From an optimization exercise on the open Yosys and OpenROAD flow, aimed at small area and a short achievable clock period; shortcuts taken in it are not production practice.
At most, simulation tests tie the RTL to the original design; equivalence was not proved.
Power figures rest on the tool's default switching activity, not on a simulated workload.

==> inputs of onyx <==
==> flow/design.v (excerpt) <==
module iq_demod_lpf
#(
  parameter int IN_W  = iq_demod_pkg::DEF_IN_W,
  parameter int CAR_W = iq_demod_pkg::DEF_CAR_W,
  parameter int DECIM = iq_demod_pkg::DEF_DECIM,
  parameter int OUT_W = iq_demod_pkg::DEF_OUT_W,
  parameter int SHIFT = iq_demod_pkg::DEF_SHIFT
) (
  input  logic                    clk,
  input  logic                    reset_n,
  input  logic                    sample_en,
  input  logic                    sym_start,
  input  logic signed [IN_W-1:0]  y_in,
  input  logic signed [CAR_W-1:0] i_car,
  input  logic signed [CAR_W-1:0] q_car,
  output logic signed [OUT_W-1:0] i_out,
  output logic signed [OUT_W-1:0] q_out,
  output logic                    out_valid,
  output logic                    overflow
);
==> module iq_demod_lpf, before the edit <==
module iq_demod_lpf
#(
  parameter int IN_W  = iq_demod_pkg::DEF_IN_W,
  parameter int CAR_W = iq_demod_pkg::DEF_CAR_W,
  parameter int DECIM = iq_demod_pkg::DEF_DECIM,
  parameter int OUT_W = iq_demod_pkg::DEF_OUT_W,
  parameter int SHIFT = iq_demod_pkg::DEF_SHIFT
) (
  input  logic                    clk,
  input  logic                    reset_n,
  input  logic                    sample_en,
  input  logic                    sym_start,
  input  logic signed [IN_W-1:0]  y_in,
  input  logic signed [CAR_W-1:0] i_car,
  input  logic signed [CAR_W-1:0] q_car,
  output logic signed [OUT_W-1:0] i_out,
  output logic signed [OUT_W-1:0] q_out,
  output logic                    out_valid,
  output logic                    overflow
);
  localparam int NB = 97;   
  logic          en;
  logic [23:0]   xi, xq;
  logic [24:0]   ye;
  logic [11:0]   one, two, neg;
  logic [NB-1:0] rows_i, rows_q, prod_i_q, prod_q_q;
  logic          vld_q, sop_q, out_valid_q, dump, clr, rst_q;
  logic [3:0]    cnt_q;
  logic          ovf_i, ovf_q;
  assign en = sample_en;
  assign xi = i_car & {24{en}};
  assign xq = q_car & {24{en}};
  assign ye = {y_in, 1'b0};
  always_comb begin
    for (int k = 0; k < 12; k++) begin
      one[k] = ye[2*k+1] ^ ye[2*k];
      two[k] = (ye[2*k+2] & ~ye[2*k+1] & ~ye[2*k]) | (~ye[2*k+2] & ye[2*k+1] & ye[2*k]);
      neg[k] = ye[2*k+2];
    end
  end
  iq_mix_tree u_mix_i (.x(xi), .one(one), .two(two), .neg(neg), .rows_o(rows_i));
  iq_mix_tree u_mix_q (.x(xq), .one(one), .two(two), .neg(neg), .rows_o(rows_q));
  always_ff @(posedge clk) begin
    prod_i_q <= rows_i;
    prod_q_q <= rows_q;
  end
  always_ff @(posedge clk) begin
    if (!reset_n) begin
      vld_q <= 1'b0;
      sop_q <= 1'b0;
    end else begin
      vld_q <= sample_en;
      sop_q <= sample_en & sym_start;
    end
  end
  assign dump = vld_q & ~sop_q & (cnt_q == 4'd9);
  always_ff @(posedge clk) begin
    if (!reset_n) begin
      cnt_q       <= '0;
      out_valid_q <= 1'b0;
    end else begin
      out_valid_q <= dump;
      if (vld_q) begin
        if (sop_q)     cnt_q <= 4'd1;
        else if (dump) cnt_q <= '0;
        else           cnt_q <= cnt_q + 4'd1;
      end
    end
  end
  always_ff @(posedge clk) rst_q <= ~reset_n;
  assign clr = ~reset_n | rst_q | dump | (sample_en & sym_start);
  iq_integrate_dump u_int_i (.clk(clk), .reset_n(reset_n), .vld_i(vld_q), .clr_i(clr),
    .dump_i(dump), .prod_i(prod_i_q), .data_o(i_out), .ovf_o(ovf_i));
  iq_integrate_dump u_int_q (.clk(clk), .reset_n(reset_n), .vld_i(vld_q), .clr_i(clr),
    .dump_i(dump), .prod_i(prod_q_q), .data_o(q_out), .ovf_o(ovf_q));
  assign out_valid = out_valid_q;
  assign overflow  = ovf_i | ovf_q;
endmodule
Settings: LEC_CHECK=0, ABC_AREA=1, CAP_MARGIN=20, CORE_MARGIN=2, CORE_UTILIZATION=40, CTS_BUF_LIST=sky130_fd_sc_hd__clkbuf_8, CTS_CLUSTER_SIZE=24, PLACE_DENSITY=0.6, SLEW_MARGIN=20; clock period 10.5 ns.
standard.sh (not shown) runs the stock make flow with config.mk's settings and CLKGATE_MAP_FILE= SYNTH_SCRIPT=/design/flow/synth_recipe.tcl, a recipe that flattens the netlist after the stock synthesis.
==> flow/flow/run.sh <==
#!/bin/bash
set -euo pipefail
bash standard.sh SETUP_SLACK_MARGIN=5 "BUFFER_PORTS_ARGS=-buffer_cell sky130_fd_sc_hd__buf_2" finish > layout.log 2>&1
==> nickel: changes against onyx <==
--- a/flow/design.v
+++ b/flow/design.v
@@ -456,24 +456,21 @@
   localparam int NB = 97;   
   logic          en;
-  logic [23:0]   xi, xq;
   logic [24:0]   ye;
   logic [11:0]   one, two, neg;
   logic [NB-1:0] rows_i, rows_q, prod_i_q, prod_q_q;
-  logic          vld_q, sop_q, out_valid_q, dump, clr, rst_q;
+  logic          vld_q, sop_q, out_valid_q, dump, clr;
   logic [3:0]    cnt_q;
   logic          ovf_i, ovf_q;
-  assign en = sample_en;
-  assign xi = i_car & {24{en}};
-  assign xq = q_car & {24{en}};
+  assign en = sample_en & reset_n;
   assign ye = {y_in, 1'b0};
   always_comb begin
     for (int k = 0; k < 12; k++) begin
-      one[k] = ye[2*k+1] ^ ye[2*k];
-      two[k] = (ye[2*k+2] & ~ye[2*k+1] & ~ye[2*k]) | (~ye[2*k+2] & ye[2*k+1] & ye[2*k]);
-      neg[k] = ye[2*k+2];
+      one[k] = en & (ye[2*k+1] ^ ye[2*k]);
+      two[k] = en & ((ye[2*k+2] & ~ye[2*k+1] & ~ye[2*k]) | (~ye[2*k+2] & ye[2*k+1] & ye[2*k]));
+      neg[k] = en & ye[2*k+2];
     end
   end
-  iq_mix_tree u_mix_i (.x(xi), .one(one), .two(two), .neg(neg), .rows_o(rows_i));
-  iq_mix_tree u_mix_q (.x(xq), .one(one), .two(two), .neg(neg), .rows_o(rows_q));
+  iq_mix_tree u_mix_i (.x(i_car), .one(one), .two(two), .neg(neg), .rows_o(rows_i));
+  iq_mix_tree u_mix_q (.x(q_car), .one(one), .two(two), .neg(neg), .rows_o(rows_q));
   always_ff @(posedge clk) begin
     prod_i_q <= rows_i;
@@ -503,6 +500,5 @@
     end
   end
-  always_ff @(posedge clk) rst_q <= ~reset_n;
-  assign clr = ~reset_n | rst_q | dump | (sample_en & sym_start);
+  assign clr = ~reset_n | dump | (sample_en & sym_start);
   iq_integrate_dump u_int_i (.clk(clk), .reset_n(reset_n), .vld_i(vld_q), .clr_i(clr),
     .dump_i(dump), .prod_i(prod_i_q), .data_o(i_out), .ovf_o(ovf_i));
==> flow/flow/run.sh (replaced) <==
#!/bin/bash
set -euo pipefail
bash standard.sh SETUP_SLACK_MARGIN=5 RECOVER_POWER=100 finish > layout.log 2>&1
==> amber: changes against onyx <==
--- a/flow/design.v
+++ b/flow/design.v
@@ -456,24 +456,21 @@
   localparam int NB = 97;   
   logic          en;
-  logic [23:0]   xi, xq;
   logic [24:0]   ye;
   logic [11:0]   one, two, neg;
   logic [NB-1:0] rows_i, rows_q, prod_i_q, prod_q_q;
-  logic          vld_q, sop_q, out_valid_q, dump, clr, rst_q;
+  logic          vld_q, sop_q, out_valid_q, dump, clr;
   logic [3:0]    cnt_q;
   logic          ovf_i, ovf_q;
-  assign en = sample_en;
-  assign xi = i_car & {24{en}};
-  assign xq = q_car & {24{en}};
+  assign en = sample_en & reset_n;
   assign ye = {y_in, 1'b0};
   always_comb begin
     for (int k = 0; k < 12; k++) begin
-      one[k] = ye[2*k+1] ^ ye[2*k];
-      two[k] = (ye[2*k+2] & ~ye[2*k+1] & ~ye[2*k]) | (~ye[2*k+2] & ye[2*k+1] & ye[2*k]);
-      neg[k] = ye[2*k+2];
+      one[k] = en & (ye[2*k+1] ^ ye[2*k]);
+      two[k] = en & ((ye[2*k+2] & ~ye[2*k+1] & ~ye[2*k]) | (~ye[2*k+2] & ye[2*k+1] & ye[2*k]));
+      neg[k] = en & ye[2*k+2];
     end
   end
-  iq_mix_tree u_mix_i (.x(xi), .one(one), .two(two), .neg(neg), .rows_o(rows_i));
-  iq_mix_tree u_mix_q (.x(xq), .one(one), .two(two), .neg(neg), .rows_o(rows_q));
+  iq_mix_tree u_mix_i (.x(i_car), .one(one), .two(two), .neg(neg), .rows_o(rows_i));
+  iq_mix_tree u_mix_q (.x(q_car), .one(one), .two(two), .neg(neg), .rows_o(rows_q));
   always_ff @(posedge clk) begin
     prod_i_q <= rows_i;
@@ -503,6 +500,5 @@
     end
   end
-  always_ff @(posedge clk) rst_q <= ~reset_n;
-  assign clr = ~reset_n | rst_q | dump | (sample_en & sym_start);
+  assign clr = ~reset_n | dump | (sample_en & sym_start);
   iq_integrate_dump u_int_i (.clk(clk), .reset_n(reset_n), .vld_i(vld_q), .clr_i(clr),
     .dump_i(dump), .prod_i(prod_i_q), .data_o(i_out), .ovf_o(ovf_i));
==> tundra: changes against onyx <==
--- a/flow/design.v
+++ b/flow/design.v
@@ -456,24 +456,21 @@
   localparam int NB = 97;   
   logic          en;
-  logic [23:0]   xi, xq;
   logic [24:0]   ye;
   logic [11:0]   one, two, neg;
   logic [NB-1:0] rows_i, rows_q, prod_i_q, prod_q_q;
-  logic          vld_q, sop_q, out_valid_q, dump, clr, rst_q;
+  logic          vld_q, sop_q, out_valid_q, dump, clr;
   logic [3:0]    cnt_q;
   logic          ovf_i, ovf_q;
-  assign en = sample_en;
-  assign xi = i_car & {24{en}};
-  assign xq = q_car & {24{en}};
+  assign en = sample_en & reset_n;
   assign ye = {y_in, 1'b0};
   always_comb begin
     for (int k = 0; k < 12; k++) begin
-      one[k] = ye[2*k+1] ^ ye[2*k];
-      two[k] = (ye[2*k+2] & ~ye[2*k+1] & ~ye[2*k]) | (~ye[2*k+2] & ye[2*k+1] & ye[2*k]);
-      neg[k] = ye[2*k+2];
+      one[k] = en & (ye[2*k+1] ^ ye[2*k]);
+      two[k] = en & ((ye[2*k+2] & ~ye[2*k+1] & ~ye[2*k]) | (~ye[2*k+2] & ye[2*k+1] & ye[2*k]));
+      neg[k] = en & ye[2*k+2];
     end
   end
-  iq_mix_tree u_mix_i (.x(xi), .one(one), .two(two), .neg(neg), .rows_o(rows_i));
-  iq_mix_tree u_mix_q (.x(xq), .one(one), .two(two), .neg(neg), .rows_o(rows_q));
+  iq_mix_tree u_mix_i (.x(i_car), .one(one), .two(two), .neg(neg), .rows_o(rows_i));
+  iq_mix_tree u_mix_q (.x(q_car), .one(one), .two(two), .neg(neg), .rows_o(rows_q));
   always_ff @(posedge clk) begin
     prod_i_q <= rows_i;
@@ -503,6 +500,5 @@
     end
   end
-  always_ff @(posedge clk) rst_q <= ~reset_n;
-  assign clr = ~reset_n | rst_q | dump | (sample_en & sym_start);
+  assign clr = ~reset_n | dump | (sample_en & sym_start);
   iq_integrate_dump u_int_i (.clk(clk), .reset_n(reset_n), .vld_i(vld_q), .clr_i(clr),
     .dump_i(dump), .prod_i(prod_i_q), .data_o(i_out), .ovf_o(ovf_i));
==> flow/flow/run.sh (replaced) <==
#!/bin/bash
set -euo pipefail
bash standard.sh SETUP_SLACK_MARGIN=5.5 "BUFFER_PORTS_ARGS=-buffer_cell sky130_fd_sc_hd__buf_2" finish > layout.log 2>&1
Settings changed: CTS_BUF_LIST sky130_fd_sc_hd__clkbuf_8 to unset, CTS_CLUSTER_SIZE 24 to unset.
==> comparison table <==
                                                                                                              nickel                      tundra                       onyx                      amber
Run status                                                                                            failed layout checks     complete, no violations    complete, no violations    complete, no violations
Violated checks                                                                         capacitance limit, slew limit                           -                          -                          -
Post-layout total power                                                                                       10.9 mW                     11.2 mW                    12.7 mW                    10.7 mW
Largest net degree at the start of global routing                                                                  56                          53                         60                         56
Count of sequential standard cells                                                                                344                         344                        345                        344
Reported max-cap violation count                                                                                    3                           0                          0                          0
Switching power of the nets                                                                                   5.29 mW                     5.43 mW                    6.34 mW                    5.29 mW
Buffer type at the clock tree root                                                          sky130_fd_sc_hd__clkbuf_8  sky130_fd_sc_hd__clkbuf_16  sky130_fd_sc_hd__clkbuf_8  sky130_fd_sc_hd__clkbuf_8
Setup skew after layout                                                                                     0.0568 ns                   0.0248 ns                  0.0401 ns                  0.0530 ns
Filler Cell Count                                                                                                8539                        7954                       8685                       8726
Detailed-router iteration count before antenna repair                                                               6                           9                          7                          8
Count of unique library cells instantiated by Yosys                                                                42                          42                         39                         42
Leakage component of the power                                                                                18.4 nW                     19.8 nW                    19.0 nW                    18.1 nW
Antenna violations before repair                                                                                    1                           1                          4                          4
Share of the synthesized area in compound gates (AO/OA/AOI/OAI)                                                 12.5%                       12.5%                      13.6%                      12.5%
Multi-input gate share of total cell area                                                                       65.0%                       63.9%                      66.5%                      66.7%
Post-synthesis share of cell area spent on full adders, half adders and majority gates                          38.0%                       38.0%                      37.8%                      38.0%
Power Dens Cells                                                                                          262 nW/um^2                 247 nW/um^2                308 nW/um^2                264 nW/um^2
First-pass GRT wire length                                                                                  180000 um                   195000 um                  180000 um                  178000 um
Area after DPL                                                                                            39400 sq um                 39100 sq um                38900 sq um                38800 sq um
Share of power burned in registers                                                                              18.9%                       18.3%                      16.6%                      19.1%
Peak fanout along the critical path                                                                                20                          11                         17                         24
Sinks on the clock net                                                                                            344                         344                        345                        344
The RTL of onyx was laid out without a check of its function.

---

==> 06-12 <==
iq_demod_lpf with an RTL version that a note above also has.
==> flow/config.mk <==
export PLATFORM = sky130hd
export DESIGN_NAME = iq_demod_lpf
export DESIGN_NICKNAME = iq_demod_lpf
export VERILOG_FILES = /design/flow/design.v
export SDC_FILE = /design/flow/constraint.sdc
export NUM_CORES = 4
export LEC_CHECK = 0
export ABC_AREA = 1
export CAP_MARGIN = 20
export CORE_MARGIN = 2
export CORE_UTILIZATION = 40
export CTS_BUF_LIST = sky130_fd_sc_hd__clkbuf_8
export CTS_CLUSTER_SIZE = 24
export PLACE_DENSITY = 0.6
export SETUP_SLACK_MARGIN = 5
export SLEW_MARGIN = 20
==> flow/constraint.sdc <==
create_clock -name core_clock -period 10.5 [get_ports {clk}]
set_input_delay 2.1000 -clock core_clock [delete_from_list [all_inputs] [get_ports {clk}]]
set_output_delay 2.1000 -clock core_clock [all_outputs]
set_load 0.01 [all_outputs]
run.sh (not shown) runs the stock make flow with config.mk's settings and CLKGATE_MAP_FILE= SYNTH_SCRIPT=/design/flow/synth_recipe.tcl, a recipe that flattens the netlist after the stock synthesis.
Stock flow here: none of the scripts above is used.
==> 05-24 (differences from 06-12) <==
--- a/flow/config.mk
+++ b/flow/config.mk
@@ -10,6 +10,4 @@
 export CORE_MARGIN = 2
 export CORE_UTILIZATION = 40
-export CTS_BUF_LIST = sky130_fd_sc_hd__clkbuf_8
-export CTS_CLUSTER_SIZE = 24
 export PLACE_DENSITY = 0.6
 export SETUP_SLACK_MARGIN = 5
==> 02-06 (differences from 06-12) <==
==> flow/flow/run.sh (new file) <==
#!/bin/bash
set -euo pipefail
bash standard.sh SETUP_SLACK_MARGIN=5 "BUFFER_PORTS_ARGS=-buffer_cell sky130_fd_sc_hd__buf_2" finish > layout.log 2>&1
==> flow/standard.sh (new file) <==
#!/bin/bash
# synth_recipe.tcl (not shown) runs the flow's synth.tcl, then flattens the netlist and writes it again
# the make line also repeats each setting of config.mk as NAME=value (left out here)
make -C /OpenROAD-flow-scripts/flow DESIGN_CONFIG=/design/flow/config.mk WORK_HOME=/design/flow/orfs CLKGATE_MAP_FILE= SYNTH_SCRIPT=/design/flow/synth_recipe.tcl "${@:-finish}"
--- a/flow/config.mk
+++ b/flow/config.mk
@@ -13,4 +13,3 @@
 export CTS_CLUSTER_SIZE = 24
 export PLACE_DENSITY = 0.6
-export SETUP_SLACK_MARGIN = 5
 export SLEW_MARGIN = 20
removed: flow/run.sh
==> comparison table <==
                                                                   05-24               02-06               06-12
DR iter-0 viols                                                     3096                2819                2822
Hold path start                                        u_int_q.data_q[3]  u_int_q.data_q[12]  u_int_i.data_q[20]
Fill cell count                                                     8405                8726                8499
Post-Place Cells                                                    4974                4970                4974
Placed Instance Area                                         39400 sq um         38800 sq um         39400 sq um
Transition time at the pin with the least slew margin           0.795 ns             1.19 ns            0.909 ns
Combinational power                                              7.47 mW             7.41 mW             7.41 mW
Initial antenna violation count                                        1                   4                   1
CP Capture Point                                            prod_q_q[50]        prod_q_q[58]        prod_q_q[50]
Non-CTS inverters                                                    598                 593                 596
Multi-input combinational cell count                                2647                2650                2647
Biggest cell delay along the critical path                       0.57 ns             0.57 ns             0.52 ns
Final Instance Count excl. Fillers                                  5139                5109                5136
Depth of the most critical reg-to-reg path                            24                  25                  24
Clock network fraction of total power                              0.128               0.117               0.134
M1 WL                                                           46600 um            44900 um            46400 um
Fraction of area in registers                                      0.163               0.170               0.165
Maximum resistive drop on vdd                                   0.133 mV            0.148 mV            0.136 mV
Growth of design area from synthesis to finish                     15.6%               10.9%               14.0%
RSZ-0062 raised after global routing                                true               false                true
Final net count                                                     4769                4723                4744
Total length of routed met3 wires                               13700 um            12600 um            12100 um
Result of the run                       no timing/DRC/antenna violations  no timing/DRC/antenna violations  no timing/DRC/antenna violations

[what the ideal ports hide]
No port has a modelled driver above. Below, the same layouts with a new extraction and two added sets of constraints. Step 1: set_driving_cell puts a clkbuf_16 on clk and a buf_2 on each other input, an assumption about the parent block. Step 2 adds t to the input delays and takes it off the output delays; t is the mean of the earliest and latest rising clock arrival at the registers after step 1. Input paths then give back, and output paths get back, about the clock's delay inside the block. a / b / c = no drivers / after step 1 / after step 2; a / b = the first two.
run	t (ns)	slack for setup (ns)	latest minus earliest clock arrival (ns)	worst register clock-pin slew, ns	worst slew at a driven data input, ns
onyx	0.789	4.977 / 4.981 / 4.192	0.047 / 0.047	0.09 / 0.09	0.10
nickel	0.789	3.029 / 3.064 / 2.275	0.064 / 0.064	0.08 / 0.08	0.17
amber	0.774	5.023 / 5.020 / 4.246	0.056 / 0.056	0.08 / 0.08	0.16
tundra	0.659	5.023 / 5.001 / 4.342	0.027 / 0.027	0.07 / 0.07	0.15
06-12	0.782	5.032 / 5.061 / 4.279	0.063 / 0.063	0.09 / 0.09	0.13
05-24	0.655	5.028 / 4.982 / 4.327	0.031 / 0.031	0.07 / 0.07	0.16
02-06	0.774	5.023 / 5.020 / 4.246	0.056 / 0.056	0.08 / 0.08	0.16
The setup slack of onyx, which loses most, moves by +0.004 ns with the drivers and by -0.785 ns with both steps.
